What follows belongs to an exercise in optimizing a design on an open flow for small area, a short achievable clock period and few clock cycles per item; a production flow would make more cautious choices. In this exercise RTL edits were held to simulation tests only and were not proved equivalent to the original.

==> flow/design.v (outline; a module is shown in full before it is edited, if it fits) <==
// module pbfn_mul25: 662 lines
// module pbfn_sq31: 818 lines
// module pbfn_queue: 33 lines
// module pbfn_front: 124 lines
// module pbfn_sq_stage: 49 lines
// module pbfn_sqrt_stage: 86 lines
// module pbfn_div_stage: 89 lines
// module pbfn_norm: 106 lines
// module polygon_best_fit_normal: 70 lines
module polygon_best_fit_normal #(
    parameter int COORD_BITS   = pbfn_pkg::COORD_BITS_DEF,
    parameter int MAX_VERTICES = pbfn_pkg::MAX_VERTICES_DEF
) (
    input  logic       i_clk,
    input  logic       i_rst_n,
    input  logic       i_vtx_valid,
    output logic       o_vtx_ready,
    input  logic signed [COORD_BITS-1:0] i_vtx_x,
    input  logic signed [COORD_BITS-1:0] i_vtx_y,
    input  logic signed [COORD_BITS-1:0] i_vtx_z,
    input  logic       i_vtx_last,
    output logic       o_nrm_valid,
    input  logic       i_nrm_ready,
    output logic signed [pbfn_pkg::NRM_W-1:0] o_nrm_x,
    output logic signed [pbfn_pkg::NRM_W-1:0] o_nrm_y,
    output logic signed [pbfn_pkg::NRM_W-1:0] o_nrm_z,
    output logic       o_nrm_degenerate
);
  // ...
==> flow/run.sh <==
#!/bin/bash
# synth_recipe.tcl (not shown) runs the flow's synth.tcl, then flattens the netlist and writes it again
# the make line also repeats each setting of config.mk as NAME=value (left out here)
make -C /OpenROAD-flow-scripts/flow DESIGN_CONFIG=/design/flow/config.mk WORK_HOME=/design/flow/orfs CLKGATE_MAP_FILE= SYNTH_SCRIPT=/design/flow/synth_recipe.tcl finish
==> flow/config.mk <==
export PLATFORM = sky130hd
export DESIGN_NAME = polygon_best_fit_normal
export DESIGN_NICKNAME = polygon_best_fit_normal
export VERILOG_FILES = /design/flow/design.v
export SDC_FILE = /design/flow/constraint.sdc
export NUM_CORES = 4
export LEC_CHECK = 0
export CAP_MARGIN = 20
export CORE_MARGIN = 2
export CORE_UTILIZATION = 40
export SLEW_MARGIN = 20
==> flow/constraint.sdc <==
create_clock -name core_clock -period 11.0 [get_ports {i_clk}]
set_input_delay 2.2000 -clock core_clock [delete_from_list [all_inputs] [get_ports {i_clk}]]
set_output_delay 2.2000 -clock core_clock [all_outputs]
set_load 0.01 [all_outputs]
==> results.cfg, run 1 <==
[run_status]
status = no timing/DRC/antenna violations

[synthesis]
synthMuxAreaShare_pct = 4.21
synth-xor-area-share_pct = 9.15
seq_area_frac_synth_pct = 29.4
yosysTopAreaCell = edfxtp_1
yosysMostFrequentCell = nand2_1
yosys.area_share.simple_pct = 14.3
syn-cell-area_um2 = 249000
yosysUniqueCellTypes = 103
yosys_most_used_dff = edfxtp_1
netlist_instances = 27800

[clocking]
clock_path_buffers = 4
cts_tree = done
path_clk_slew_ns = 0.06

[floorplan]
start_util_pct = 40.1
taps = 8293
die_y_um = 793

[global_routing]
use_met2_pct = 42.3
use_met1_pct = 36.2
grt_overflow = 0
met3_usage_pct = 4.78

[place]
dp_cells = 35200
place_congestion = 0.978
post-dp-hpwl_um = 654000

[finish]
nonClkBufAreaFrac_pct = 2.14
regMostFlops = u_norm.g_sqrt.u_st.r_pl
fin_nets = 30200
syn_to_final_growth_pct = 8.76
sh_seq_area_pct = 27.0
finalNonFillerCells = 35800
final_common_cell = nand2_1

[setup_path]
worstPathArrival_ns = 11.20
worst-path-max-fanout = 29
worstSetupEndpointType = flip-flop

[detailed_routing]
highest_layer = met5

[worst_hold_path]
worstHoldStart = u_norm.g_sqrt[2].u_st.r_pl[69]

[sta]
rsz0062_at_grt = false
fin_tns_setup_ns = 0
Testbench counts, summed over its fixed seeds: cycles 6,237, polygons 900.
==> module pbfn_queue, before the edit <==
module pbfn_queue #(
    parameter int W = 97,
    parameter int D = 2
) (
    input  logic         i_clk,
    input  logic         i_rst_n,
    input  logic         i_wr,
    input  logic [W-1:0] i_wr_data,
    output logic         o_rd_valid,
    input  logic         i_rd,
    output logic [W-1:0] o_rd_data
);
    localparam int PW = (D > 1) ? $clog2(D) : 1;
    logic [D-1:0][W-1:0] r_mem;
    logic [PW-1:0] r_wp, r_rp;
    logic [PW:0]   r_cnt;
    assign o_rd_valid = (r_cnt != '0);
    assign o_rd_data  = r_mem[r_rp];
    always_ff @(posedge i_clk) begin
        if (i_wr) r_mem[r_wp] <= i_wr_data;
    end
    always_ff @(posedge i_clk) begin
        if (!i_rst_n) begin
            r_wp  <= '0;
            r_rp  <= '0;
            r_cnt <= '0;
        end else begin
            if (i_wr) r_wp <= (r_wp == PW'(D - 1)) ? '0 : r_wp + 1'b1;
            if (i_rd) r_rp <= (r_rp == PW'(D - 1)) ? '0 : r_rp + 1'b1;
            r_cnt <= r_cnt + (PW+1)'(i_wr) - (PW+1)'(i_rd);
        end
    end
endmodule
==> module pbfn_front, before the edit <==
module pbfn_front #(
    parameter int COORD_BITS   = pbfn_pkg::COORD_BITS_DEF,
    parameter int MAX_VERTICES = pbfn_pkg::MAX_VERTICES_DEF,
    parameter int QD           = 2
) (
    input  logic                         i_clk,
    input  logic                         i_rst_n,
    input  logic                         i_vtx_valid,
    output logic                         o_vtx_ready,
    input  logic signed [COORD_BITS-1:0] i_vtx_x,
    input  logic signed [COORD_BITS-1:0] i_vtx_y,
    input  logic signed [COORD_BITS-1:0] i_vtx_z,
    input  logic                         i_vtx_last,
    input  logic                         i_pop,
    output logic                         o_push,
    output logic [pbfn_pkg::PLW-1:0]     o_push_data
);
    localparam int CB = COORD_BITS;
    localparam int EW = CB + 1;
    localparam int PW = 2 * EW - 1;    
    localparam int AW = pbfn_pkg::AW;
    localparam int TW = pbfn_pkg::TW;
    localparam int CW = $clog2(MAX_VERTICES);
    localparam int FW = $clog2(QD + 1);
    logic          r_ready;
    logic [FW-1:0] r_free;
    logic          r_have_first;
    logic [CW-1:0] r_vcnt;
    logic          r_pend;
    logic          r_fresh;
    logic [2:0][CB-1:0] r_first;
    logic [2:0][CB-1:0] r_prev;
    logic          hs;
    logic          last_eff;
    logic [2:0][CB-1:0] cur;
    logic [2:0][CB-1:0] c;
    logic          issue;
    logic [FW-1:0] free_n;
    logic [2:0][EW-1:0] e_s;
    logic [2:0][EW-1:0] e_d;
    logic          e_clr;
    logic          e_close;
    logic [2:0][PW-1:0] p_prod;
    logic          p_clr;
    logic          p_close;
    logic [2:0][AW-1:0] r_acc;
    logic          a_close;
    logic [2:0][PW-1:0] prod;
    for (genvar i = 0; i < 3; i++) begin : g_mul
        pbfn_mul25 u_mul (.a (e_s[i]), .b (e_d[i]), .p (prod[i]));
    end
    assign cur[0] = i_vtx_x;
    assign cur[1] = i_vtx_y;
    assign cur[2] = i_vtx_z;
    assign o_vtx_ready = r_ready;
    assign hs          = i_vtx_valid && r_ready;
    assign last_eff    = i_vtx_last || (r_vcnt == CW'(MAX_VERTICES - 1));
    assign issue       = r_pend || (hs && r_have_first);
    assign free_n      = r_free - FW'(hs && last_eff) + FW'(i_pop);
    always_comb begin
        for (int i = 0; i < 3; i++) c[i] = r_pend ? r_first[i] : cur[i];
    end
    always_ff @(posedge i_clk) begin
        e_s[0] <= {r_prev[2][CB-1], r_prev[2]} + {c[2][CB-1], c[2]};
        e_s[1] <= {r_prev[0][CB-1], r_prev[0]} + {c[0][CB-1], c[0]};
        e_s[2] <= {r_prev[1][CB-1], r_prev[1]} + {c[1][CB-1], c[1]};
        e_d[0] <= issue ? {r_prev[1][CB-1], r_prev[1]} - {c[1][CB-1], c[1]} : '0;
        e_d[1] <= issue ? {r_prev[2][CB-1], r_prev[2]} - {c[2][CB-1], c[2]} : '0;
        e_d[2] <= issue ? {r_prev[0][CB-1], r_prev[0]} - {c[0][CB-1], c[0]} : '0;
        if (hs) begin
            for (int i = 0; i < 3; i++) r_prev[i] <= cur[i];
            if (!r_have_first) for (int i = 0; i < 3; i++) r_first[i] <= cur[i];
        end
        p_prod <= prod;
        for (int i = 0; i < 3; i++)
            r_acc[i] <= (p_clr ? '0 : r_acc[i]) + {{(AW-PW){p_prod[i][PW-1]}}, p_prod[i]};
    end
    always_ff @(posedge i_clk) begin
        if (!i_rst_n) begin
            r_ready      <= 1'b1;
            r_free       <= FW'(QD);
            r_have_first <= 1'b0;
            r_vcnt       <= '0;
            r_pend       <= 1'b0;
            r_fresh      <= 1'b1;
            e_clr        <= 1'b0;
            e_close      <= 1'b0;
            p_clr        <= 1'b0;
            p_close      <= 1'b0;
            a_close      <= 1'b0;
        end else begin
            r_free  <= free_n;
            r_ready <= (free_n != '0);
            if (hs) begin
                r_have_first <= !last_eff;
                r_vcnt       <= last_eff ? '0 : r_vcnt + 1'b1;
            end
            r_pend  <= hs && last_eff;
            e_clr   <= issue && r_fresh;
            e_close <= r_pend;
            if (r_pend)     r_fresh <= 1'b1;
            else if (issue) r_fresh <= 1'b0;
            p_clr   <= e_clr;
            p_close <= e_close;
            a_close <= p_close;
        end
    end
    logic [2:0][AW-2:0] mag;
    logic [AW-2:0] mor;
    logic [4:0]    sh;
    logic [2:0][TW-1:0] t;
    always_comb begin
        for (int i = 0; i < 3; i++)
            mag[i] = r_acc[i][AW-1] ? (AW-1)'(-r_acc[i]) : r_acc[i][AW-2:0];
        mor = mag[0] | mag[1] | mag[2];
        sh = '0;
        for (int b = TW; b < AW - 1; b++)
            if (mor[b]) sh = 5'(b - TW + 1);
        for (int i = 0; i < 3; i++) t[i] = TW'(mag[i] >> sh);
    end
    assign o_push      = a_close;
    assign o_push_data = {t[0], t[1], t[2], r_acc[0][AW-1], r_acc[1][AW-1], r_acc[2][AW-1],
                          (mor == '0)};
endmodule
==> module pbfn_sq_stage, before the edit <==
module pbfn_sq_stage (
    input  logic                     i_clk,
    input  logic                     i_rst_n,
    input  logic                     i_valid,
    output logic                     o_ready,
    input  logic [pbfn_pkg::PLW-1:0] i_pl,
    output logic                     o_valid,
    input  logic                     i_ready,
    output logic [pbfn_pkg::PLW-1:0] o_pl,
    output logic [63:0]              o_sq
);
    localparam int TW = pbfn_pkg::TW;
    logic                     r_full;
    logic [2:0]               r_cnt;
    logic [pbfn_pkg::PLW-1:0] r_pl;
    logic [2*TW-1:0]          r_p;
    logic [63:0]              r_sq;
    logic [TW-1:0]            tsel;
    logic [2*TW-1:0]          sqp;
    pbfn_sq31 u_sqr (.x (tsel), .p (sqp));
    logic                     load;
    logic                     leave;
    assign o_valid = r_full && (r_cnt == 3'd4);
    assign leave   = o_valid && i_ready;
    assign o_ready = !r_full || leave;
    assign load    = i_valid && o_ready;
    assign o_pl    = r_pl;
    assign o_sq    = r_sq;
    always_comb begin
        case (r_cnt)
            3'd0:    tsel = r_pl[pbfn_pkg::PLW-1 -: TW];
            3'd1:    tsel = r_pl[pbfn_pkg::PLW-1-TW -: TW];
            default: tsel = r_pl[pbfn_pkg::PLW-1-2*TW -: TW];
        endcase
    end
    always_ff @(posedge i_clk) begin
        if (load) begin
            r_pl  <= i_pl;
            r_cnt <= '0;
        end else if (r_full && r_cnt != 3'd4) begin
            r_cnt <= r_cnt + 3'd1;
        end
        r_p  <= sqp;
        if (r_cnt != 3'd4) r_sq <= (r_cnt == 3'd1 ? 64'd0 : r_sq) + {2'b00, r_p};
        if (!i_rst_n)   r_full <= 1'b0;
        else if (load)  r_full <= 1'b1;
        else if (leave) r_full <= 1'b0;
    end
endmodule
==> module pbfn_sqrt_stage, before the edit <==
module pbfn_sqrt_stage #(
    parameter int DONE = 0,    
    parameter int N    = 8,    
    parameter int K    = 2     
) (
    input  logic                     i_clk,
    input  logic                     i_rst_n,
    input  logic                     i_valid,
    output logic                     o_ready,
    input  logic [pbfn_pkg::PLW-1:0] i_pl,
    input  logic [63:0]              i_rad,    
    input  logic [33:0]              i_rem,
    input  logic [31:0]              i_root,
    output logic                     o_valid,
    input  logic                     i_ready,
    output logic [pbfn_pkg::PLW-1:0] o_pl,
    output logic [63:0]              o_rad,
    output logic [33:0]              o_rem,
    output logic [31:0]              o_root
);
    localparam int RADW  = 64 - 2 * DONE;
    localparam int ROOTW = DONE + N;
    localparam int REMW  = (ROOTW + 2 < 34) ? ROOTW + 2 : 34;
    localparam int NC    = (N + K - 1) / K;
    localparam int CNTW  = $clog2(NC + 1);
    logic                     r_full;
    logic [CNTW-1:0]          r_cnt;
    logic [pbfn_pkg::PLW-1:0] r_pl;
    logic [RADW-1:0]          r_rad;
    logic [REMW-1:0]          r_rem;
    logic [ROOTW-1:0]         r_root;
    logic                     load;
    logic                     leave;
    logic [RADW-1:0]          rad_n;
    logic [REMW-1:0]          rem_n;
    logic [ROOTW-1:0]         root_n;
    assign o_valid = r_full && (r_cnt == CNTW'(NC));
    assign leave   = o_valid && i_ready;
    assign o_ready = !r_full || leave;
    assign load    = i_valid && o_ready;
    assign o_pl    = r_pl;
    assign o_rad   = 64'({r_rad, {(64-RADW){1'b0}}});
    assign o_rem   = 34'(r_rem);
    assign o_root  = 32'(r_root);
    always_comb begin
        logic [REMW+2:0] rn, tr, df;
        rn = '0;
        tr = '0;
        df = '0;
        rad_n  = r_rad;
        rem_n  = r_rem;
        root_n = r_root;
        for (int k = 0; k < K; k++) begin
            if (int'(r_cnt) * K + k < N) begin
                rn = (REMW+3)'({rem_n, rad_n[RADW-1 -: 2]});
                tr = (REMW+3)'({root_n, 2'b01});
                df = rn - tr;
                if (!df[REMW+2]) begin
                    rem_n  = REMW'(df);
                    root_n = {root_n[ROOTW-2:0], 1'b1};
                end else begin
                    rem_n  = REMW'(rn);
                    root_n = {root_n[ROOTW-2:0], 1'b0};
                end
                rad_n = rad_n << 2;
            end
        end
    end
    always_ff @(posedge i_clk) begin
        if (load) begin
            r_pl   <= i_pl;
            r_rad  <= i_rad[63 -: RADW];
            r_rem  <= REMW'(i_rem);
            r_root <= ROOTW'(i_root);
            r_cnt  <= '0;
        end else if (r_full && r_cnt != CNTW'(NC)) begin
            r_rad  <= rad_n;
            r_rem  <= rem_n;
            r_root <= root_n;
            r_cnt  <= r_cnt + 1'b1;
        end
        if (!i_rst_n)   r_full <= 1'b0;
        else if (load)  r_full <= 1'b1;
        else if (leave) r_full <= 1'b0;
    end
endmodule
==> module pbfn_norm, before the edit <==
module pbfn_norm #(
    parameter int K = 2
) (
    input  logic                     i_clk,
    input  logic                     i_rst_n,
    input  logic                     i_q_valid,
    output logic                     o_q_ready,
    input  logic [pbfn_pkg::PLW-1:0] i_q_data,
    output logic                     o_nrm_valid,
    input  logic                     i_nrm_ready,
    output logic signed [pbfn_pkg::NRM_W-1:0] o_nrm_x,
    output logic signed [pbfn_pkg::NRM_W-1:0] o_nrm_y,
    output logic signed [pbfn_pkg::NRM_W-1:0] o_nrm_z,
    output logic                     o_nrm_degenerate
);
    localparam int TW  = pbfn_pkg::TW;
    localparam int PLW = pbfn_pkg::PLW;
    localparam int NS  = 4;    
    localparam int ND  = 4;    
    logic            sq_v, sq_r;
    logic [PLW-1:0]  sq_pl;
    logic [63:0]     sq_sq;
    pbfn_sq_stage u_sq (
        .i_clk (i_clk), .i_rst_n (i_rst_n),
        .i_valid (i_q_valid), .o_ready (o_q_ready), .i_pl (i_q_data),
        .o_valid (sq_v), .i_ready (sq_r), .o_pl (sq_pl), .o_sq (sq_sq)
    );
    logic [NS:0]            s_v;
    logic [NS:0]            s_r;
    logic [NS:0][PLW-1:0]   s_pl;
    logic [NS:0][63:0]      s_rad;
    logic [NS:0][33:0]      s_rem;
    logic [NS:0][31:0]      s_root;
    assign s_v[0]    = sq_v;
    assign sq_r      = s_r[0];
    assign s_pl[0]   = sq_pl;
    assign s_rad[0]  = sq_sq;
    assign s_rem[0]  = '0;
    assign s_root[0] = '0;
    for (genvar g = 0; g < NS; g++) begin : g_sqrt
        pbfn_sqrt_stage #(.DONE(8 * g), .N(8), .K(K)) u_st (
            .i_clk (i_clk), .i_rst_n (i_rst_n),
            .i_valid (s_v[g]), .o_ready (s_r[g]),
            .i_pl (s_pl[g]), .i_rad (s_rad[g]), .i_rem (s_rem[g]), .i_root (s_root[g]),
            .o_valid (s_v[g+1]), .i_ready (s_r[g+1]),
            .o_pl (s_pl[g+1]), .o_rad (s_rad[g+1]), .o_rem (s_rem[g+1]), .o_root (s_root[g+1])
        );
    end
    logic [ND:0]            d_v;
    logic [ND:0]            d_r;
    logic [ND:0][31:0]      d_len;
    logic [ND:0][2:0][31:0] d_rem;
    logic [ND:0][2:0][30:0] d_q;
    logic [ND:0][6:0]       d_fl;
    logic [2:0][TW-1:0]     tt;
    assign tt[0] = s_pl[NS][PLW-1 -: TW];
    assign tt[1] = s_pl[NS][PLW-1-TW -: TW];
    assign tt[2] = s_pl[NS][PLW-1-2*TW -: TW];
    assign d_v[0]   = s_v[NS];
    assign s_r[NS]  = d_r[0];
    assign d_len[0] = s_root[NS];
    for (genvar i = 0; i < 3; i++) begin : g_din
        assign d_rem[0][i] = {1'b0, tt[i]};
        assign d_q[0][i]   = '0;
    end
    assign d_fl[0] = {({1'b0, tt[0]} == s_root[NS]), ({1'b0, tt[1]} == s_root[NS]),
                      ({1'b0, tt[2]} == s_root[NS]), s_pl[NS][3:0]};
    for (genvar g = 0; g < ND; g++) begin : g_div
        pbfn_div_stage #(.DONE(8 * g), .N((g == ND - 1) ? 7 : 8), .K(K)) u_st (
            .i_clk (i_clk), .i_rst_n (i_rst_n),
            .i_valid (d_v[g]), .o_ready (d_r[g]),
            .i_len (d_len[g]), .i_rem (d_rem[g]), .i_q (d_q[g]), .i_fl (d_fl[g]),
            .o_valid (d_v[g+1]), .i_ready (d_r[g+1]),
            .o_len (d_len[g+1]), .o_rem (d_rem[g+1]), .o_q (d_q[g+1]), .o_fl (d_fl[g+1])
        );
    end
    logic        r_ovalid;
    logic [2:0][31:0] r_nrm;
    logic        r_deg;
    logic [2:0][31:0] qv;
    assign d_r[ND] = !r_ovalid;
    always_comb begin
        logic [30:0] q;
        q = '0;
        for (int i = 0; i < 3; i++) begin
            q = d_fl[ND][6-i] ? 31'h4000_0000 : 31'((32'(d_q[ND][i]) + 32'd1) >> 1);
            if (d_fl[ND][0])         qv[i] = '0;
            else if (d_fl[ND][3-i])  qv[i] = -{1'b0, q};
            else                     qv[i] = {1'b0, q};
        end
    end
    always_ff @(posedge i_clk) begin
        if (d_v[ND] && !r_ovalid) begin
            for (int i = 0; i < 3; i++) r_nrm[i] <= qv[i];
            r_deg <= d_fl[ND][0];
        end
        if (!i_rst_n)                    r_ovalid <= 1'b0;
        else if (d_v[ND] && !r_ovalid)   r_ovalid <= 1'b1;
        else if (i_nrm_ready)            r_ovalid <= 1'b0;
    end
    assign o_nrm_valid      = r_ovalid;
    assign o_nrm_x          = r_nrm[0];
    assign o_nrm_y          = r_nrm[1];
    assign o_nrm_z          = r_nrm[2];
    assign o_nrm_degenerate = r_deg;
endmodule
==> module polygon_best_fit_normal, before the edit <==
module polygon_best_fit_normal #(
    parameter int COORD_BITS   = pbfn_pkg::COORD_BITS_DEF,
    parameter int MAX_VERTICES = pbfn_pkg::MAX_VERTICES_DEF
) (
    input  logic       i_clk,
    input  logic       i_rst_n,
    input  logic       i_vtx_valid,
    output logic       o_vtx_ready,
    input  logic signed [COORD_BITS-1:0] i_vtx_x,
    input  logic signed [COORD_BITS-1:0] i_vtx_y,
    input  logic signed [COORD_BITS-1:0] i_vtx_z,
    input  logic       i_vtx_last,
    output logic       o_nrm_valid,
    input  logic       i_nrm_ready,
    output logic signed [pbfn_pkg::NRM_W-1:0] o_nrm_x,
    output logic signed [pbfn_pkg::NRM_W-1:0] o_nrm_y,
    output logic signed [pbfn_pkg::NRM_W-1:0] o_nrm_z,
    output logic       o_nrm_degenerate
);
    localparam int QD = 2;
    logic                     push;
    logic [pbfn_pkg::PLW-1:0] push_data;
    logic                     pop_valid;
    logic                     pop_ready;
    logic [pbfn_pkg::PLW-1:0] pop_data;
    logic                     pop;
    assign pop = pop_valid && pop_ready;
    pbfn_front #(
        .COORD_BITS   (COORD_BITS),
        .MAX_VERTICES (MAX_VERTICES),
        .QD           (QD)
    ) u_front (
        .i_clk       (i_clk),
        .i_rst_n     (i_rst_n),
        .i_vtx_valid (i_vtx_valid),
        .o_vtx_ready (o_vtx_ready),
        .i_vtx_x     (i_vtx_x),
        .i_vtx_y     (i_vtx_y),
        .i_vtx_z     (i_vtx_z),
        .i_vtx_last  (i_vtx_last),
        .i_pop       (pop),
        .o_push      (push),
        .o_push_data (push_data)
    );
    pbfn_queue #(
        .W (pbfn_pkg::PLW),
        .D (QD)
    ) u_queue (
        .i_clk      (i_clk),
        .i_rst_n    (i_rst_n),
        .i_wr       (push),
        .i_wr_data  (push_data),
        .o_rd_valid (pop_valid),
        .i_rd       (pop),
        .o_rd_data  (pop_data)
    );
    pbfn_norm u_norm (
        .i_clk            (i_clk),
        .i_rst_n          (i_rst_n),
        .i_q_valid        (pop_valid),
        .o_q_ready        (pop_ready),
        .i_q_data         (pop_data),
        .o_nrm_valid      (o_nrm_valid),
        .i_nrm_ready      (i_nrm_ready),
        .o_nrm_x          (o_nrm_x),
        .o_nrm_y          (o_nrm_y),
        .o_nrm_z          (o_nrm_z),
        .o_nrm_degenerate (o_nrm_degenerate)
    );
endmodule
==> run 2: changes to the inputs <==
--- a/flow/design.v
+++ b/flow/design.v
@@ -7,8 +7,9 @@
     localparam int TW               = 31;    
-    localparam int PLW              = 3 * TW + 4;  
+    localparam int PLW              = 3 * TW + 9;  
 endpackage
-module pbfn_mul25 (
+module pbfn_mul25cs (
     input  logic [24:0] a,
     input  logic [24:0] b,
-    output logic [48:0] p
+    output logic [58:0] pa,
+    output logic [58:0] pb
 );
@@ -669,7 +670,9 @@
     wire w599 = pp12[24] & 1'b1;
-    assign p = {w598, w596, w594, w592, w590, w588, w586, w584, w582, w580, w578, w576, w574, w572, w570, w568, w566, w564, w562, w560, w558, w556, w554, w552, w550, w548, w546, w544, w542, w540, w538, w536, w534, w532, w530, w528, w526, w524, w522, w520, w518, w516, w514, w512, w510, w508, w506, pp0[1], pp0[0]} + {w597, w595, w593, w591, w589, w587, w585, w583, w581, w579, w577, w575, w573, w571, w569, w567, w565, w563, w561, w559, w557, w555, w553, w551, w549, w547, w545, w543, w541, w539, w537, w535, w533, w531, w529, w527, w525, w523, w521, w519, w517, w515, w513, w511, w509, w507, ng1, 1'b0, ng0};
+    assign pa = {1'b1, 1'b1, 1'b1, 1'b1, 1'b1, 1'b1, 1'b1, 1'b1, 1'b1, ~pp12[25], w598, w596, w594, w592, w590, w588, w586, w584, w582, w580, w578, w576, w574, w572, w570, w568, w566, w564, w562, w560, w558, w556, w554, w552, w550, w548, w546, w544, w542, w540, w538, w536, w534, w532, w530, w528, w526, w524, w522, w520, w518, w516, w514, w512, w510, w508, w506, pp0[1], pp0[0]};
+    assign pb = {1'b0, 1'b0, 1'b0, 1'b0, 1'b0, 1'b0, 1'b0, 1'b0, 1'b0, w599, w597, w595, w593, w591, w589, w587, w585, w583, w581, w579, w577, w575, w573, w571, w569, w567, w565, w563, w561, w559, w557, w555, w553, w551, w549, w547, w545, w543, w541, w539, w537, w535, w533, w531, w529, w527, w525, w523, w521, w519, w517, w515, w513, w511, w509, w507, ng1, 1'b0, ng0};
 endmodule
-module pbfn_sq31 (
+module pbfn_sq31cs (
     input  logic [30:0] x,
-    output logic [61:0] p
+    output logic [61:0] pa,
+    output logic [61:0] pb
 );
@@ -1487,3 +1490,4 @@
     wire w811 = ((x[27] & x[30]) & (x[28] & x[29])) | (x[29] & ((x[27] & x[30]) ^ (x[28] & x[29])));
-    assign p = {1'b0, (x[29] & x[30]), (x[28] & x[30]), w810, w808, w806, w804, w802, w800, w798, w796, w794, w792, w790, w788, w786, w784, w782, w780, w778, w776, w774, w772, w770, w768, w766, w764, w762, w760, w758, w756, w754, w752, w750, w748, w746, w744, w742, w740, w738, w736, w734, w732, w730, w728, w726, w724, w722, w720, w718, w716, w714, w712, w710, w708, w706, w704, w702, (x[0] & x[2]), (x[0] & x[1]), 1'b0, x[0]} + {1'b0, x[30], w811, w809, w807, w805, w803, w801, w799, w797, w795, w793, w791, w789, w787, w785, w783, w781, w779, w777, w775, w773, w771, w769, w767, w765, w763, w761, w759, w757, w755, w753, w751, w749, w747, w745, w743, w741, w739, w737, w735, w733, w731, w729, w727, w725, w723, w721, w719, w717, w715, w713, w711, w709, w707, w705, w703, x[2], 1'b0, x[1], 1'b0, 1'b0};
+    assign pa = {1'b0, (x[29] & x[30]), (x[28] & x[30]), w810, w808, w806, w804, w802, w800, w798, w796, w794, w792, w790, w788, w786, w784, w782, w780, w778, w776, w774, w772, w770, w768, w766, w764, w762, w760, w758, w756, w754, w752, w750, w748, w746, w744, w742, w740, w738, w736, w734, w732, w730, w728, w726, w724, w722, w720, w718, w716, w714, w712, w710, w708, w706, w704, w702, (x[0] & x[2]), (x[0] & x[1]), 1'b0, x[0]};
+    assign pb = {1'b0, x[30], w811, w809, w807, w805, w803, w801, w799, w797, w795, w793, w791, w789, w787, w785, w783, w781, w779, w777, w775, w773, w771, w769, w767, w765, w763, w761, w759, w757, w755, w753, w751, w749, w747, w745, w743, w741, w739, w737, w735, w733, w731, w729, w727, w725, w723, w721, w719, w717, w715, w713, w711, w709, w707, w705, w703, x[2], 1'b0, x[1], 1'b0, 1'b0};
 endmodule
@@ -1502,10 +1506,14 @@
 );
-    localparam int PW = (D > 1) ? $clog2(D) : 1;
     logic [D-1:0][W-1:0] r_mem;
-    logic [PW-1:0] r_wp, r_rp;
-    logic [PW:0]   r_cnt;
-    assign o_rd_valid = (r_cnt != '0);
-    assign o_rd_data  = r_mem[r_rp];
+    logic [D-1:0]        r_wp, r_rp;
+    logic [D-1:0]        r_full;
+    assign o_rd_valid = |(r_full & r_rp);
+    always_comb begin
+        o_rd_data = '0;
+        for (int i = 0; i < D; i++)
+            if (r_rp[i]) o_rd_data = o_rd_data | r_mem[i];
+    end
     always_ff @(posedge i_clk) begin
-        if (i_wr) r_mem[r_wp] <= i_wr_data;
+        for (int i = 0; i < D; i++)
+            if (i_wr && r_wp[i]) r_mem[i] <= i_wr_data;
     end
@@ -1513,9 +1521,9 @@
         if (!i_rst_n) begin
-            r_wp  <= '0;
-            r_rp  <= '0;
-            r_cnt <= '0;
+            r_wp   <= D'(1);
+            r_rp   <= D'(1);
+            r_full <= '0;
         end else begin
-            if (i_wr) r_wp <= (r_wp == PW'(D - 1)) ? '0 : r_wp + 1'b1;
-            if (i_rd) r_rp <= (r_rp == PW'(D - 1)) ? '0 : r_rp + 1'b1;
-            r_cnt <= r_cnt + (PW+1)'(i_wr) - (PW+1)'(i_rd);
+            if (i_wr) r_wp <= {r_wp[D-2:0], r_wp[D-1]};
+            if (i_rd) r_rp <= {r_rp[D-2:0], r_rp[D-1]};
+            r_full <= (r_full | (i_wr ? r_wp : '0)) & ~(i_rd ? r_rp : '0);
         end
@@ -1543,3 +1551,2 @@
     localparam int EW = CB + 1;
-    localparam int PW = 2 * EW - 1;    
     localparam int AW = pbfn_pkg::AW;
@@ -1566,3 +1573,3 @@
     logic          e_close;
-    logic [2:0][PW-1:0] p_prod;
+    logic [2:0][AW-1:0] p_a, p_b;
     logic          p_clr;
@@ -1571,5 +1578,5 @@
     logic          a_close;
-    logic [2:0][PW-1:0] prod;
+    logic [2:0][AW-1:0] pa_n, pb_n;
     for (genvar i = 0; i < 3; i++) begin : g_mul
-        pbfn_mul25 u_mul (.a (e_s[i]), .b (e_d[i]), .p (prod[i]));
+        pbfn_mul25cs u_mul (.a (e_s[i]), .b (e_d[i]), .pa (pa_n[i]), .pb (pb_n[i]));
     end
@@ -1597,5 +1604,6 @@
         end
-        p_prod <= prod;
+        p_a <= pa_n;
+        p_b <= pb_n;
         for (int i = 0; i < 3; i++)
-            r_acc[i] <= (p_clr ? '0 : r_acc[i]) + {{(AW-PW){p_prod[i][PW-1]}}, p_prod[i]};
+            r_acc[i] <= (p_clr ? '0 : r_acc[i]) + p_a[i] + p_b[i];
     end
@@ -1614,2 +1622,3 @@
             a_close      <= 1'b0;
+            m_close      <= 1'b0;
         end else begin
@@ -1629,2 +1638,3 @@
             a_close <= p_close;
+            m_close <= a_close;
         end
@@ -1632,4 +1642,9 @@
     logic [2:0][AW-2:0] mag;
-    logic [AW-2:0] mor;
-    logic [4:0]    sh;
+    logic [AW-2:0]      mor;
+    logic [5:0]         bl;
+    logic               m_close;
+    logic [2:0][AW-2:0] r_mag;
+    logic [5:0]         r_bl;
+    logic [2:0]         r_neg;
+    logic [4:0]         s0;
     logic [2:0][TW-1:0] t;
@@ -1639,10 +1654,17 @@
         mor = mag[0] | mag[1] | mag[2];
-        sh = '0;
-        for (int b = TW; b < AW - 1; b++)
-            if (mor[b]) sh = 5'(b - TW + 1);
-        for (int i = 0; i < 3; i++) t[i] = TW'(mag[i] >> sh);
-    end
-    assign o_push      = a_close;
-    assign o_push_data = {t[0], t[1], t[2], r_acc[0][AW-1], r_acc[1][AW-1], r_acc[2][AW-1],
-                          (mor == '0)};
+        bl = '0;
+        for (int b = 0; b < AW - 1; b++)
+            if (mor[b]) bl = 6'(b + 1);
+    end
+    always_ff @(posedge i_clk) begin
+        r_mag <= mag;
+        r_bl  <= bl;
+        r_neg <= {r_acc[0][AW-1], r_acc[1][AW-1], r_acc[2][AW-1]};
+    end
+    always_comb begin
+        s0 = (r_bl < 6'd31) ? 5'(6'd31 - r_bl) : 5'd0;
+        for (int i = 0; i < 3; i++) t[i] = TW'({r_mag[i], {TW{1'b0}}} >> r_bl);
+    end
+    assign o_push      = m_close;
+    assign o_push_data = {t[0], t[1], t[2], r_neg, (r_bl == '0), s0};
 endmodule
@@ -1660,24 +1682,27 @@
 );
-    localparam int TW = pbfn_pkg::TW;
-    logic                     r_full;
-    logic [2:0]               r_cnt;
-    logic [pbfn_pkg::PLW-1:0] r_pl;
-    logic [2*TW-1:0]          r_p;
-    logic [63:0]              r_sq;
-    logic [TW-1:0]            tsel;
-    logic [2*TW-1:0]          sqp;
-    pbfn_sq31 u_sqr (.x (tsel), .p (sqp));
-    logic                     load;
-    logic                     leave;
-    assign o_valid = r_full && (r_cnt == 3'd4);
+    localparam int TW  = pbfn_pkg::TW;
+    localparam int PLW = pbfn_pkg::PLW;
+    logic            r_full;
+    logic [1:0]      r_cnt;
+    logic [PLW-1:0]  r_pl;
+    logic [2*TW-1:0] r_pa, r_pb;
+    logic [63:0]     r_sq;
+    logic [TW-1:0]   tsel;
+    logic [2*TW-1:0] sqa, sqb;
+    logic [63:0]     sq_n;
+    logic            load;
+    logic            leave;
+    pbfn_sq31cs u_sqr (.x (tsel), .pa (sqa), .pb (sqb));
+    assign sq_n    = r_sq + {2'b00, r_pa} + {2'b00, r_pb};
+    assign o_valid = r_full && (r_cnt == 2'd3);
     assign leave   = o_valid && i_ready;
-    assign o_ready = !r_full || leave;
+    assign o_ready = !r_full;
     assign load    = i_valid && o_ready;
     assign o_pl    = r_pl;
-    assign o_sq    = r_sq;
+    assign o_sq    = sq_n;
     always_comb begin
         case (r_cnt)
-            3'd0:    tsel = r_pl[pbfn_pkg::PLW-1 -: TW];
-            3'd1:    tsel = r_pl[pbfn_pkg::PLW-1-TW -: TW];
-            default: tsel = r_pl[pbfn_pkg::PLW-1-2*TW -: TW];
+            2'd0:    tsel = r_pl[PLW-1 -: TW];
+            2'd1:    tsel = r_pl[PLW-1-TW -: TW];
+            default: tsel = r_pl[PLW-1-2*TW -: TW];
         endcase
@@ -1688,7 +1713,9 @@
             r_cnt <= '0;
-        end else if (r_full && r_cnt != 3'd4) begin
-            r_cnt <= r_cnt + 3'd1;
+        end else if (r_full && r_cnt != 2'd3) begin
+            r_cnt <= r_cnt + 2'd1;
         end
-        r_p  <= sqp;
-        if (r_cnt != 3'd4) r_sq <= (r_cnt == 3'd1 ? 64'd0 : r_sq) + {2'b00, r_p};
+        r_pa <= sqa;
+        r_pb <= sqb;
+        if (r_cnt == 2'd1) r_sq <= {2'b00, r_pa} + {2'b00, r_pb};
+        else if (r_cnt == 2'd2) r_sq <= sq_n;
         if (!i_rst_n)   r_full <= 1'b0;
@@ -1700,3 +1727,3 @@
     parameter int DONE = 0,    
-    parameter int N    = 8,    
+    parameter int NC   = 6,    
     parameter int K    = 2     
@@ -1718,2 +1745,3 @@
 );
+    localparam int N     = NC * K;
     localparam int RADW  = 64 - 2 * DONE;
@@ -1721,4 +1749,3 @@
     localparam int REMW  = (ROOTW + 2 < 34) ? ROOTW + 2 : 34;
-    localparam int NC    = (N + K - 1) / K;
-    localparam int CNTW  = $clog2(NC + 1);
+    localparam int CNTW  = (NC > 1) ? $clog2(NC) : 1;
     logic                     r_full;
@@ -1729,2 +1756,3 @@
     logic [ROOTW-1:0]         r_root;
+    logic                     last;
     logic                     load;
@@ -1734,3 +1762,4 @@
     logic [ROOTW-1:0]         root_n;
-    assign o_valid = r_full && (r_cnt == CNTW'(NC));
+    assign last    = (r_cnt == CNTW'(NC - 1));
+    assign o_valid = r_full && last;
     assign leave   = o_valid && i_ready;
@@ -1739,10 +1768,7 @@
     assign o_pl    = r_pl;
-    assign o_rad   = 64'({r_rad, {(64-RADW){1'b0}}});
-    assign o_rem   = 34'(r_rem);
-    assign o_root  = 32'(r_root);
+    assign o_rad   = 64'({rad_n, {(64-RADW){1'b0}}});
+    assign o_rem   = 34'(rem_n);
+    assign o_root  = 32'(root_n);
     always_comb begin
         logic [REMW+2:0] rn, tr, df;
-        rn = '0;
-        tr = '0;
-        df = '0;
         rad_n  = r_rad;
@@ -1751,15 +1777,13 @@
         for (int k = 0; k < K; k++) begin
-            if (int'(r_cnt) * K + k < N) begin
-                rn = (REMW+3)'({rem_n, rad_n[RADW-1 -: 2]});
-                tr = (REMW+3)'({root_n, 2'b01});
-                df = rn - tr;
-                if (!df[REMW+2]) begin
-                    rem_n  = REMW'(df);
-                    root_n = {root_n[ROOTW-2:0], 1'b1};
-                end else begin
-                    rem_n  = REMW'(rn);
-                    root_n = {root_n[ROOTW-2:0], 1'b0};
-                end
-                rad_n = rad_n << 2;
+            rn = (REMW+3)'({rem_n, rad_n[RADW-1 -: 2]});
+            tr = (REMW+3)'({root_n, 2'b01});
+            df = rn - tr;
+            if (!df[REMW+2]) begin
+                rem_n  = REMW'(df);
+                root_n = {root_n[ROOTW-2:0], 1'b1};
+            end else begin
+                rem_n  = REMW'(rn);
+                root_n = {root_n[ROOTW-2:0], 1'b0};
             end
+            rad_n = rad_n << 2;
         end
@@ -1773,3 +1797,3 @@
             r_cnt  <= '0;
-        end else if (r_full && r_cnt != CNTW'(NC)) begin
+        end else if (r_full && !last) begin
             r_rad  <= rad_n;
@@ -1784,45 +1808,55 @@
 endmodule
-module pbfn_div_stage #(
+module pbfn_srt_stage #(
     parameter int DONE = 0,    
-    parameter int N    = 8,    
-    parameter int K    = 2     
+    parameter int NC   = 6,    
+    parameter int K    = 2,    
+    parameter int RREG = 0,    
+    parameter int OREG = 0     
 ) (
-    input  logic        i_clk,
-    input  logic        i_rst_n,
-    input  logic        i_valid,
-    output logic        o_ready,
-    input  logic [31:0] i_len,
-    input  logic [2:0][31:0] i_rem,
-    input  logic [2:0][30:0] i_q,
-    input  logic [6:0]  i_fl,       
-    output logic        o_valid,
-    input  logic        i_ready,
-    output logic [31:0] o_len,
-    output logic [2:0][31:0] o_rem,
-    output logic [2:0][30:0] o_q,
-    output logic [6:0]  o_fl
+    input  logic                 i_clk,
+    input  logic                 i_rst_n,
+    input  logic                 i_valid,
+    output logic                 o_ready,
+    input  logic [31:0]          i_d,
+    input  logic [2:0][34:0]     i_ws,
+    input  logic [2:0][34:0]     i_wc,
+    input  logic [2:0][31:0]     i_p,
+    input  logic [2:0][31:0]     i_n,
+    input  logic [3:0]           i_fl,       
+    output logic                 o_valid,
+    input  logic                 i_ready,
+    output logic [31:0]          o_d,
+    output logic [2:0][34:0]     o_ws,
+    output logic [2:0][34:0]     o_wc,
+    output logic [2:0][31:0]     o_p,
+    output logic [2:0][31:0]     o_n,
+    output logic [3:0]           o_fl
 );
+    localparam int N    = NC * K;
     localparam int QW   = DONE + N;
-    localparam int NC   = (N + K - 1) / K;
     localparam int CNTW = $clog2(NC + 1);
-    logic            r_full;
-    logic [CNTW-1:0] r_cnt;
-    logic [31:0]     r_len;
-    logic [2:0][31:0] r_rem;
-    logic [2:0][QW-1:0] r_q;
-    logic [6:0]      r_fl;
-    logic            load;
-    logic            leave;
-    logic [2:0][31:0] rem_n;
-    logic [2:0][QW-1:0] q_n;
-    assign o_valid = r_full && (r_cnt == CNTW'(NC));
+    logic               r_full;
+    logic [CNTW-1:0]    r_cnt;
+    logic [31:0]        r_d;
+    logic [2:0][34:0]   r_ws, r_wc;
+    logic [2:0][QW-1:0] r_p, r_n;
+    logic [3:0]         r_fl;
+    logic               last;
+    logic               load;
+    logic               leave;
+    logic [2:0][34:0]   ws_n, wc_n;
+    logic [2:0][QW-1:0] p_n, n_n;
+    assign last    = (r_cnt == CNTW'(OREG ? NC : NC - 1));
+    assign o_valid = r_full && last;
     assign leave   = o_valid && i_ready;
-    assign o_ready = !r_full || leave;
+    assign o_ready = RREG ? !r_full : (!r_full || leave);
     assign load    = i_valid && o_ready;
-    assign o_len   = r_len;
+    assign o_d     = r_d;
     assign o_fl    = r_fl;
+    assign o_ws    = OREG ? r_ws : ws_n;
+    assign o_wc    = OREG ? r_wc : wc_n;
     always_comb begin
         for (int i = 0; i < 3; i++) begin
-            o_rem[i] = r_rem[i];
-            o_q[i]   = 31'(r_q[i]);
+            o_p[i] = 32'(OREG ? r_p[i] : p_n[i]);
+            o_n[i] = 32'(OREG ? r_n[i] : n_n[i]);
         end
@@ -1830,21 +1864,21 @@
     always_comb begin
-        logic [32:0] r2;
-        logic [33:0] df;
-        r2 = '0;
-        df = '0;
+        logic [34:0] s2, c2, op;
+        logic [3:0]  y;
+        logic        qp, qn;
         for (int i = 0; i < 3; i++) begin
-            rem_n[i] = r_rem[i];
-            q_n[i]   = r_q[i];
+            ws_n[i] = r_ws[i];
+            wc_n[i] = r_wc[i];
+            p_n[i]  = r_p[i];
+            n_n[i]  = r_n[i];
             for (int k = 0; k < K; k++) begin
-                if (int'(r_cnt) * K + k < N) begin
-                    r2 = {rem_n[i], 1'b0};
-                    df = {1'b0, r2} - {2'b00, r_len};
-                    if (!df[33]) begin
-                        rem_n[i] = df[31:0];
-                        q_n[i]   = {q_n[i][QW-2:0], 1'b1};
-                    end else begin
-                        rem_n[i] = r2[31:0];
-                        q_n[i]   = {q_n[i][QW-2:0], 1'b0};
-                    end
-                end
+                s2 = {ws_n[i][33:0], 1'b0};
+                c2 = {wc_n[i][33:0], 1'b0};
+                y  = s2[34:31] + c2[34:31];
+                qp = !y[3];
+                qn = y[3] && (y != 4'hf);
+                op = qp ? ~{3'b000, r_d} : qn ? {3'b000, r_d} : '0;
+                ws_n[i] = s2 ^ c2 ^ op;
+                wc_n[i] = {((s2[33:0] & c2[33:0]) | (s2[33:0] & op[33:0]) | (c2[33:0] & op[33:0])), qp};
+                p_n[i]  = {p_n[i][QW-2:0], qp};
+                n_n[i]  = {n_n[i][QW-2:0], qn};
             end
@@ -1854,14 +1888,16 @@
         if (load) begin
-            r_len <= i_len;
-            r_fl  <= i_fl;
+            r_d  <= i_d;
+            r_fl <= i_fl;
+            r_ws <= i_ws;
+            r_wc <= i_wc;
             for (int i = 0; i < 3; i++) begin
-                r_rem[i] <= i_rem[i];
-                r_q[i]   <= QW'(i_q[i]);
+                r_p[i] <= QW'(i_p[i]);
+                r_n[i] <= QW'(i_n[i]);
             end
             r_cnt <= '0;
-        end else if (r_full && r_cnt != CNTW'(NC)) begin
-            for (int i = 0; i < 3; i++) begin
-                r_rem[i] <= rem_n[i];
-                r_q[i]   <= q_n[i];
-            end
+        end else if (r_full && !last) begin
+            r_ws  <= ws_n;
+            r_wc  <= wc_n;
+            r_p   <= p_n;
+            r_n   <= n_n;
             r_cnt <= r_cnt + 1'b1;
@@ -1873,5 +1909,3 @@
 endmodule
-module pbfn_norm #(
-    parameter int K = 2
-) (
+module pbfn_norm (
     input  logic                     i_clk,
@@ -1890,4 +1924,4 @@
     localparam int PLW = pbfn_pkg::PLW;
-    localparam int NS  = 4;    
-    localparam int ND  = 4;    
+    localparam int NS  = 5;    
+    localparam int ND  = 3;    
     logic            sq_v, sq_r;
@@ -1913,3 +1947,4 @@
     for (genvar g = 0; g < NS; g++) begin : g_sqrt
-        pbfn_sqrt_stage #(.DONE(8 * g), .N(8), .K(K)) u_st (
+        pbfn_sqrt_stage #(.DONE((g == 0) ? 0 : 8 + 6 * (g - 1)), .NC((g == 0) ? 4 : 6),
+                          .K((g == 0) ? 2 : 1)) u_st (
             .i_clk (i_clk), .i_rst_n (i_rst_n),
@@ -1923,7 +1958,12 @@
     logic [ND:0]            d_r;
-    logic [ND:0][31:0]      d_len;
-    logic [ND:0][2:0][31:0] d_rem;
-    logic [ND:0][2:0][30:0] d_q;
-    logic [ND:0][6:0]       d_fl;
+    logic [ND:0][31:0]      d_d;
+    logic [ND:0][2:0][34:0] d_ws;
+    logic [ND:0][2:0][34:0] d_wc;
+    logic [ND:0][2:0][31:0] d_p;
+    logic [ND:0][2:0][31:0] d_n;
+    logic [ND:0][3:0]       d_fl;
     logic [2:0][TW-1:0]     tt;
+    logic [4:0]             s0;
+    logic [31:0]            d0;
+    logic                   dsh;
     assign tt[0] = s_pl[NS][PLW-1 -: TW];
@@ -1931,33 +1971,52 @@
     assign tt[2] = s_pl[NS][PLW-1-2*TW -: TW];
-    assign d_v[0]   = s_v[NS];
-    assign s_r[NS]  = d_r[0];
-    assign d_len[0] = s_root[NS];
+    assign s0    = s_pl[NS][4:0];
+    assign d0    = s_root[NS] & ({32{1'b1}} << s0);
+    assign dsh   = !d0[31];
+    assign d_v[0]  = s_v[NS];
+    assign s_r[NS] = d_r[0];
+    assign d_d[0]  = dsh ? {d0[30:0], 1'b0} : d0;
     for (genvar i = 0; i < 3; i++) begin : g_din
-        assign d_rem[0][i] = {1'b0, tt[i]};
-        assign d_q[0][i]   = '0;
+        assign d_ws[0][i] = dsh ? {3'b000, tt[i], 1'b0} : {4'b0000, tt[i]};
+        assign d_wc[0][i] = '0;
+        assign d_p[0][i]  = '0;
+        assign d_n[0][i]  = '0;
     end
-    assign d_fl[0] = {({1'b0, tt[0]} == s_root[NS]), ({1'b0, tt[1]} == s_root[NS]),
-                      ({1'b0, tt[2]} == s_root[NS]), s_pl[NS][3:0]};
+    assign d_fl[0] = s_pl[NS][8:5];
     for (genvar g = 0; g < ND; g++) begin : g_div
-        pbfn_div_stage #(.DONE(8 * g), .N((g == ND - 1) ? 7 : 8), .K(K)) u_st (
+        pbfn_srt_stage #(.DONE((g == 0) ? 0 : (g == 1) ? 10 : 22), .NC((g == 1) ? 6 : 5), .K(2),
+                         .RREG((g == 0) ? 1 : 0), .OREG((g == ND - 1) ? 1 : 0)) u_st (
             .i_clk (i_clk), .i_rst_n (i_rst_n),
             .i_valid (d_v[g]), .o_ready (d_r[g]),
-            .i_len (d_len[g]), .i_rem (d_rem[g]), .i_q (d_q[g]), .i_fl (d_fl[g]),
+            .i_d (d_d[g]), .i_ws (d_ws[g]), .i_wc (d_wc[g]), .i_p (d_p[g]), .i_n (d_n[g]),
+            .i_fl (d_fl[g]),
             .o_valid (d_v[g+1]), .i_ready (d_r[g+1]),
-            .o_len (d_len[g+1]), .o_rem (d_rem[g+1]), .o_q (d_q[g+1]), .o_fl (d_fl[g+1])
+            .o_d (d_d[g+1]), .o_ws (d_ws[g+1]), .o_wc (d_wc[g+1]), .o_p (d_p[g+1]),
+            .o_n (d_n[g+1]), .o_fl (d_fl[g+1])
         );
     end
-    logic        r_ovalid;
-    logic [2:0][31:0] r_nrm;
-    logic        r_deg;
-    logic [2:0][31:0] qv;
+    logic                   r_ovalid;
+    logic [2:0][31:0]       r_nrm;
+    logic                   r_deg;
+    logic [2:0][31:0]       qv;
+    logic                   ld_out;
     assign d_r[ND] = !r_ovalid;
+    assign ld_out  = d_v[ND] && !r_ovalid;
     always_comb begin
-        logic [30:0] q;
-        q = '0;
+        logic [34:0] w;
+        logic [34:0] xa, ya, pre;
+        logic        c;
         for (int i = 0; i < 3; i++) begin
-            q = d_fl[ND][6-i] ? 31'h4000_0000 : 31'((32'(d_q[ND][i]) + 32'd1) >> 1);
-            if (d_fl[ND][0])         qv[i] = '0;
-            else if (d_fl[ND][3-i])  qv[i] = -{1'b0, q};
-            else                     qv[i] = {1'b0, q};
+            w = d_ws[ND][i] + d_wc[ND][i];
+            if (d_fl[ND][3-i]) begin
+                xa = {3'b000, d_n[ND][i]};
+                ya = {3'b000, d_p[ND][i]};
+                c  = w[34];
+            end else begin
+                xa = {3'b000, d_p[ND][i]};
+                ya = {3'b000, d_n[ND][i]};
+                c  = !w[34];
+            end
+            pre = xa - ya + 35'd1 + {34'd0, c};
+            if (d_fl[ND][0]) qv[i] = '0;
+            else             qv[i] = pre[33:2];
         end
@@ -1965,9 +2024,9 @@
     always_ff @(posedge i_clk) begin
-        if (d_v[ND] && !r_ovalid) begin
-            for (int i = 0; i < 3; i++) r_nrm[i] <= qv[i];
+        if (ld_out) begin
+            r_nrm <= qv;
             r_deg <= d_fl[ND][0];
         end
-        if (!i_rst_n)                    r_ovalid <= 1'b0;
-        else if (d_v[ND] && !r_ovalid)   r_ovalid <= 1'b1;
-        else if (i_nrm_ready)            r_ovalid <= 1'b0;
+        if (!i_rst_n)          r_ovalid <= 1'b0;
+        else if (ld_out)       r_ovalid <= 1'b1;
+        else if (i_nrm_ready)  r_ovalid <= 1'b0;
     end
@@ -1999,3 +2058,3 @@
 );
-    localparam int QD = 2;
+    localparam int QD = 3;
     logic                     push;
--- a/flow/config.mk
+++ b/flow/config.mk
@@ -7,2 +7,3 @@
 export LEC_CHECK = 0
+export ABC_CLOCK_PERIOD_IN_PS = 6000
 export CAP_MARGIN = 20
@@ -10,2 +11,3 @@
 export CORE_UTILIZATION = 40
+export SETUP_SLACK_MARGIN = 4.5
 export SLEW_MARGIN = 20
==> run 2 against run 1 <==
  * Still clean on timing, DRC and antenna
  * Die area is 0.88% lower
  * Register-to-register slack improved by 4.1 ns
  * Final cell count down 10%
  * Critical endpoint is now u_norm.g_div[0].u_st.r_ws[84]
  * Highest routed layer unchanged
==> results.cfg, run 2 <==
[run_status]
status = no timing/DRC/antenna violations

[clocking]
clock_latency_ns = 1.09
cts_root_buf = clkbuf_16
numCtsBuffers = 409
cts_hold_buf = 0
cts_tree = done
path_clk_slew_ns = 0.06
htree_levels = 5
cts.sinks = 3673
clock_path_buffers = 4

[place]
place_ws_ns = 4.08
place_congestion = 0.959
dpl-instance-area_um2 = 257000
io_buffers = 175
post-dp-hpwl_um = 522000

[floorplan]
die_w_um = 789
rows = 288
dieArea_um2 = 623000
pin_count = 176
start_util_pct = 40.1
coreArea_um2 = 614000
die_y_um = 789

[sta]
finalHoldViolCount = 0
worst_slack_ns = 4.73
timing.hold.ws_ns = 0.289
setup_viol = 0
max_slew.worst_pin.slew_ns = 1.35
period_share_pct = 57.0
fin_tns_setup_ns = 0
rsz0062_at_grt = false
post-route-min-period_ns = 6.27
clock.fmax_mhz = 160
final_max_slew_viol_count = 0
finalClockSkew_ns = 0.130
slew_headroom_pct = 9.68

[global_routing]
antenna_found_initial = 42
top_usage_layer = met2
grt_max_degree = 167
track_usage_pct = 23.1
met3_usage_pct = 3.72
grt_pass1_wl_um = 1120000
grt_pass1_vias = 179000
grt_overflow = 0
use_met2_pct = 36.7
use_met1_pct = 30.7

[synthesis]
yosysUniqueCellTypes = 94
synth.area.top_cells = edfxtp_1 29%, fa_1 16%, dfxtp_1 11%
synthTopCellsByCount = 3,732 x nand2_1, 2,355 x edfxtp_1, 1,909 x fa_1, 1,824 x inv_1, 1,460 x nor2_1
synth_seq_cells = 3673
syn-mean-instance-area_um2 = 10.2
synth_warnings = 12
syn_nets = 27300
synth_top_area_share_pct = 28.7
yosys_most_used_dff = edfxtp_1
yosysMostFrequentCell = nand2_1
synth-edff-count = 2355
netlist_instances = 24200
yosysTopAreaCell = edfxtp_1
seq_area_frac_synth_pct = 39.4
syn-cell-area_um2 = 246000
async_flop_share_pct = 0

[finish]
reg_top3 = u_norm.g_sqrt.u_st.r_pl: 510 flops, u_norm.g_div.u_st.r_ws: 309 flops, u_queue.r_mem: 306 flops
fin_nets = 26700
drive_above_1_share_pct = 6.83
syn_to_final_growth_pct = 9.98
regMostFlops = u_norm.g_sqrt.u_st.r_pl
final_common_cell = nand2_1
layout_common_cells = 3,724 x nand2_1, 2,355 x edfxtp_1, 1,909 x fa_1
largest_reg_flops = 510
stdcell_area_um2 = 271000

[setup_path]
reg2reg_setup_slack_ns = 4.73
critPathTopFamily = adder cells
critPathMaxStageDelay_ns = 0.55
path_buf_inv = 5
cp.required_ns = 11.72
crit_type = reg2reg
cp_cell_sequence = ha_1 > a21o_1 > a21oi_1 > xnor2_2 > clkbuf_8 > and2_1 > buf_6 > nand2_1 > o21ai_0 > fa_1 > ha_1 > a21o_1 > a21oi_1 > xnor2_1 > xnor2_2 > buf_8 > inv_1 > nand2_1 > buf_8 > a21oi_1 > fa_1 > nand2_1 > o21ai_0
cp-start-kind = flip-flop
critPathSlowestCell = fa_1
worst-path-max-fanout = 37
worstPathArrival_ns = 6.98
worstSetupEndpointType = flip-flop

[detailed_routing]
wl_per_cell_um = 22.9
dr_total_vias = 179000
ant_nets = 0
wl_um = 738000
drc_errors = 0
drt_first_pass_iters = 10
via_per_inst = 5.55
drt-initial-drc-count = 16600

[worst_hold_path]
min_path_type = reg2reg

[job]
max_cap_violations = 0
-- run 2: area by class of cell --
| cell class | count | area [um^2] |
|---|---|---|
| Fill cell | 57900 | 343000 |
| Multi-Input combinational cell | 17200 | 138000 |
| Sequential cell | 3673 | 97200 |
| Clock buffer | 542 | 11300 |
| Tap cell | 8120 | 10200 |
| Inverter | 1844 | 6970 |
| Timing Repair Buffer | 562 | 4880 |
| Clock inverter | 221 | 2930 |
| Antenna cell | 53 | 133 |
-- run 2: worst register-to-register path, delay by kind of cell, from the launching register on --
family | cells | cell delay, ns
AOI/OAI and AO/OA | 7 | 1.22
xor gates and xnor gates | 3 | 0.49
and+or+nand+nor | 4 | 0.55
buffers and inverters | 5 | 1.56
DFF | 1 | 0.46
adders and majority gates | 4 | 1.69
-- run 2: per-stage QoR --
step / util, % / cells
2_1_floorplan: - / 24200
3_3_place_gp: 41.8 / 31400
3_5_place_dp: 41.8 / 31400
4_1_cts: 44.1 / 32200
5_1_grt: 44.1 / 32200
6_report: 44.1 / 32200
-- run 2: cell families after synthesis --
| family | synth area share (%) |
|---|---|
| AOI/OAI and AO/OA | 12.2 |
| xor gates and xnor gates | 6.39 |
| adders and majority gates | 20.7 |
| buffers and inverters | 5.13 |
| DFF | 39.4 |
| muxes | 4.04 |
| and+or+nand+nor | 12.1 |
-- run 2: path summary, 6_finish.rpt --
| check | startpoint | cells after the start | to |
|---|---|---|---|
| setup reg to reg | u_norm.g_div[0].u_st.r_ws[101] | 23 | u_norm.g_div[0].u_st.r_ws[84] |
| setup / recovery | u_norm.g_div[0].u_st.r_ws[101] | 23 | u_norm.g_div[0].u_st.r_ws[84] |
| hold / removal | u_norm.g_sqrt[1].u_st.r_pl[81] | 0 | u_norm.g_sqrt[2].u_st.r_pl[81] |
| hold reg to reg | u_norm.g_sqrt[1].u_st.r_pl[81] | 0 | u_norm.g_sqrt[2].u_st.r_pl[81] |
-- run 2: per-layer routing --
layer,vias up,share of wire (%)
met4,12,5.7
met3,1647,7.8
met2,7359,45
met5,-,0.019
met1,88100,42
li1,81700,-
-- run 2: timing repair --
action | in CTS | in global routing
gates resized for setup | 13 | 41
cloned | 0 | 0
buffers inserted | 0 | 0
setup endpoints to repair | 310 | 444
Testbench counts of run 2, summed over its fixed seeds: cycles 6,090, polygons 900.
==> run 3: changes to the inputs <==
--- a/flow/config.mk
+++ b/flow/config.mk
@@ -11,3 +11,3 @@
 export CORE_UTILIZATION = 40
-export SETUP_SLACK_MARGIN = 4.5
+export SETUP_SLACK_MARGIN = 5
 export SLEW_MARGIN = 20
==> run 3 against run 2 <==
  * Clock skew grew 0.011 ns
  * Setup slack better by 0.41 ns
  * Largest cell class unchanged
  * Via count about the same
==> results.cfg, run 3 <==
[sta]
clock.fmax_mhz = 171
max_slew.worst_pin.slew_ns = 1.31
final_max_slew_viol_count = 0
post-route-min-period_ns = 5.86
finalClockSkew_ns = 0.141
finalHoldViolCount = 0
fin_tns_setup_ns = 0
period_share_pct = 53.2
rsz0062_at_grt = true
setup_viol = 0
slew_headroom_pct = 12.5

[synthesis]
synth-xor-area-share_pct = 6.39
yosysMostFrequentCell = nand2_1
netlist_instances = 24200
synthMuxAreaShare_pct = 4.04
yosysUniqueCellTypes = 94
synth_top_area_share_pct = 28.7
yosys.area_share.simple_pct = 12.1
yosysTopAreaCell = edfxtp_1
synth_warnings = 12
synth_compound_area_share_pct = 12.2
syn-cell-area_um2 = 246000
syn_nets = 27300
synthTopCellsByCount = 3,732 x nand2_1, 2,355 x edfxtp_1, 1,909 x fa_1, 1,824 x inv_1, 1,460 x nor2_1
syn-mean-instance-area_um2 = 10.2
synth.area.top_cells = edfxtp_1 29%, fa_1 16%, dfxtp_1 11%
yosys_most_used_dff = edfxtp_1
async_flop_share_pct = 0
synth_top_family_by_area = adder cells
synth-edff-count = 2355
seq_area_frac_synth_pct = 39.4
synthAdderAreaFrac_pct = 20.7
synth_seq_cells = 3673

[finish]
multi_input_area_um2 = 138000
num-fill-cells = 57600
layout_common_cells = 3,723 x nand2_1, 2,355 x edfxtp_1, 1,909 x fa_1
finalNonFillerCells = 32300
reg_top3 = u_norm.g_sqrt.u_st.r_pl: 510 flops, u_norm.g_div.u_st.r_ws: 309 flops, u_queue.r_mem: 306 flops
syn_to_final_growth_pct = 10.3
stdcell_area_um2 = 272000
fin_nets = 26700
drive_above_1_share_pct = 6.99
final_common_cell = nand2_1
regMostFlops = u_norm.g_sqrt.u_st.r_pl
largest_reg_flops = 510
final_util_pct = 44.3
seq_area_um2 = 97200

[global_routing]
track_usage_pct = 22.9
grt_max_degree = 188
use_met1_pct = 30.1
use_met2_pct = 36.8
antenna_found_initial = 42
grt_pass1_wl_um = 1110000
grt_pass1_vias = 180000
top_usage_layer = met2
grt_overflow = 0
met3_usage_pct = 3.83

[detailed_routing]
ant_nets = 0
drc_errors = 0
drt-initial-drc-count = 16400
wl_per_cell_um = 22.9
wl_um = 740000
via_per_inst = 5.54
dr_total_vias = 179000
drt_first_pass_iters = 7

[clocking]
cts_hold_buf = 0
cts_root_buf = clkbuf_16
path_clk_slew_ns = 0.06
cts_tree = done
cts.sinks = 3673
htree_levels = 5
clock_latency_ns = 1.10
clock_path_buffers = 4
numCtsBuffers = 413

[floorplan]
start_util_pct = 40.1
die_w_um = 789
coreArea_um2 = 614000
die_y_um = 789
pin_count = 176
dieArea_um2 = 623000
rows = 288

[place]
dp_cells = 31400
post-dp-hpwl_um = 518000
place_congestion = 0.949
dpl-instance-area_um2 = 256000
io_buffers = 175

[run_status]
status = no timing/DRC/antenna violations

[setup_path]
worstSetupEndpointType = flip-flop
cp.required_ns = 11.85
critPathTopFamily = adder cells
crit_type = reg2reg
cp_cell_sequence = ha_1 > a21o_1 > a21oi_2 > xor2_4 > buf_12 > nand2b_4 > buf_12 > a21oi_1 > fa_1 > ha_1 > a21o_1 > a21oi_2 > xnor2_1 > xnor2_2 > clkbuf_16 > inv_1 > a31oi_4 > buf_12 > buf_8 > nand2_1 > o21ai_0 > fa_1 > nand2_1 > nand2_1
worst-path-max-fanout = 19
critPathSlowestCell = fa_1
critPathMaxStageDelay_ns = 0.60
path_buf_inv = 6
cp-start-kind = flip-flop
worstPathArrival_ns = 6.71

[worst_hold_path]
min_path_type = reg2reg

[job]
max_cap_violations = 0
==> run 3: final timing paths <==
kind	start	endpoint	slack [ns]	cells past startpoint
min reg2reg	u_norm.g_sqrt[3].u_st.r_pl[78]	u_norm.g_sqrt[4].u_st.r_pl[78]	0.28	0
max reg2reg	u_norm.g_div[2].u_st.r_wc[101]	u_norm.g_div[2].u_st.r_ws[86]	5.14	24
min	u_norm.g_sqrt[3].u_st.r_pl[78]	u_norm.g_sqrt[4].u_st.r_pl[78]	0.28	0
max	u_norm.g_div[2].u_st.r_wc[101]	u_norm.g_div[2].u_st.r_ws[86]	5.14	24
==> run 3: cell type report <==
| type | count | share of cell area (%) |
|---|---|---|
| Inverter | 1844 | 2.57 |
| Sequential cell | 3673 | 35.7 |
| Clock buffer | 571 | 4.28 |
| Tap cell | 8120 | 3.74 |
| Antenna cell | 73 | 0.0672 |
| Clock inverter | 202 | 0.965 |
| Timing Repair Buffer | 582 | 1.96 |
| Multi-Input combinational cell | 17200 | 50.7 |
==> run 3: metal layers <==
layer  share of wire [%]  up-vias
met2                  45     7306
met4                 5.7        6
met5              0.0057        -
met3                 8.1     1620
met1                  41    88000
li1                    -    81800
==> run 3: cell families (layout without fill, tap and decap cells) <==
logic type,after synthesis,count (layout)
buffers and inverters,3362,3199
muxes,841,841
and+or+nand+nor,6882,6882
other,0,73
AOI/OAI and AO/OA,4752,4752
xor gates and xnor gates,1798,1798
adders and majority gates,2940,2940
DFF,3673,3673
==> run 3: worst reg2reg max path: cells and delay by family (launching register included) <==
kind	cells	cell delay, ns
adders and majority gates	4	1.67
AOI/OAI and AO/OA	7	1.28
buffers and inverters	6	1.22
xor gates and xnor gates	3	0.58
and+or+nand+nor	4	0.48
DFF	1	0.45
==> run 3: stage by stage <==
step / setup slack (ns) / hold WS [ns]
after CTS: 5.00 / 0.274
after floorplan: 5.04 / 0.329
after detailed placement: 3.92 / 0.405
after global placement: 3.98 / 0.401
final: 5.14 / 0.281
after global routing: 4.99 / 0.279
==> run 3: timing repair <==
action                     in CTS  in global routing
gates cloned                    0                 12
pin swaps                       1                  6
buffers inserted                1                 16
setup endpoints to repair     516                497
resized for setup              67                 87

-- port drivers added, routing unchanged --
How much do the figures lean on ideal ports? The routed layouts below were timed once more, with nothing changed but the port constraints. Step 1 (the two cells are an assumption about what drives the block):
set clk [get_ports {i_clk}]
set_driving_cell -lib_cell sky130_fd_sc_hd__clkbuf_16 $clk
set_driving_cell -lib_cell sky130_fd_sc_hd__buf_2 [delete_from_list [all_inputs] $clk]
Step 2, shift: input delay + t, output delay - t, t = (earliest + latest rising clock arrival at the registers) / 2. This alone moves slack from input paths to output paths. Slacks: ideal / step 1 / step 2; pairs: ideal / step 1.
run | t, ns | slack for setup (ns) | clock arrival spread, ns | worst register clock-pin slew, ns
run 1 | 1.121 | 0.625 / 0.625 / 0.625 | 0.117 / 0.117 | 0.07 / 0.07
run 2 | 1.137 | 4.733 / 4.733 / 4.232 | 0.161 / 0.161 | 0.07 / 0.07
run 3 | 1.142 | 5.143 / 5.143 / 4.314 | 0.175 / 0.174 | 0.07 / 0.07
After both steps setup and hold are still met in every run listed. The setup slack of run 3, which loses most, moves by 0.000 ns with the drivers and by -0.829 ns with both steps.
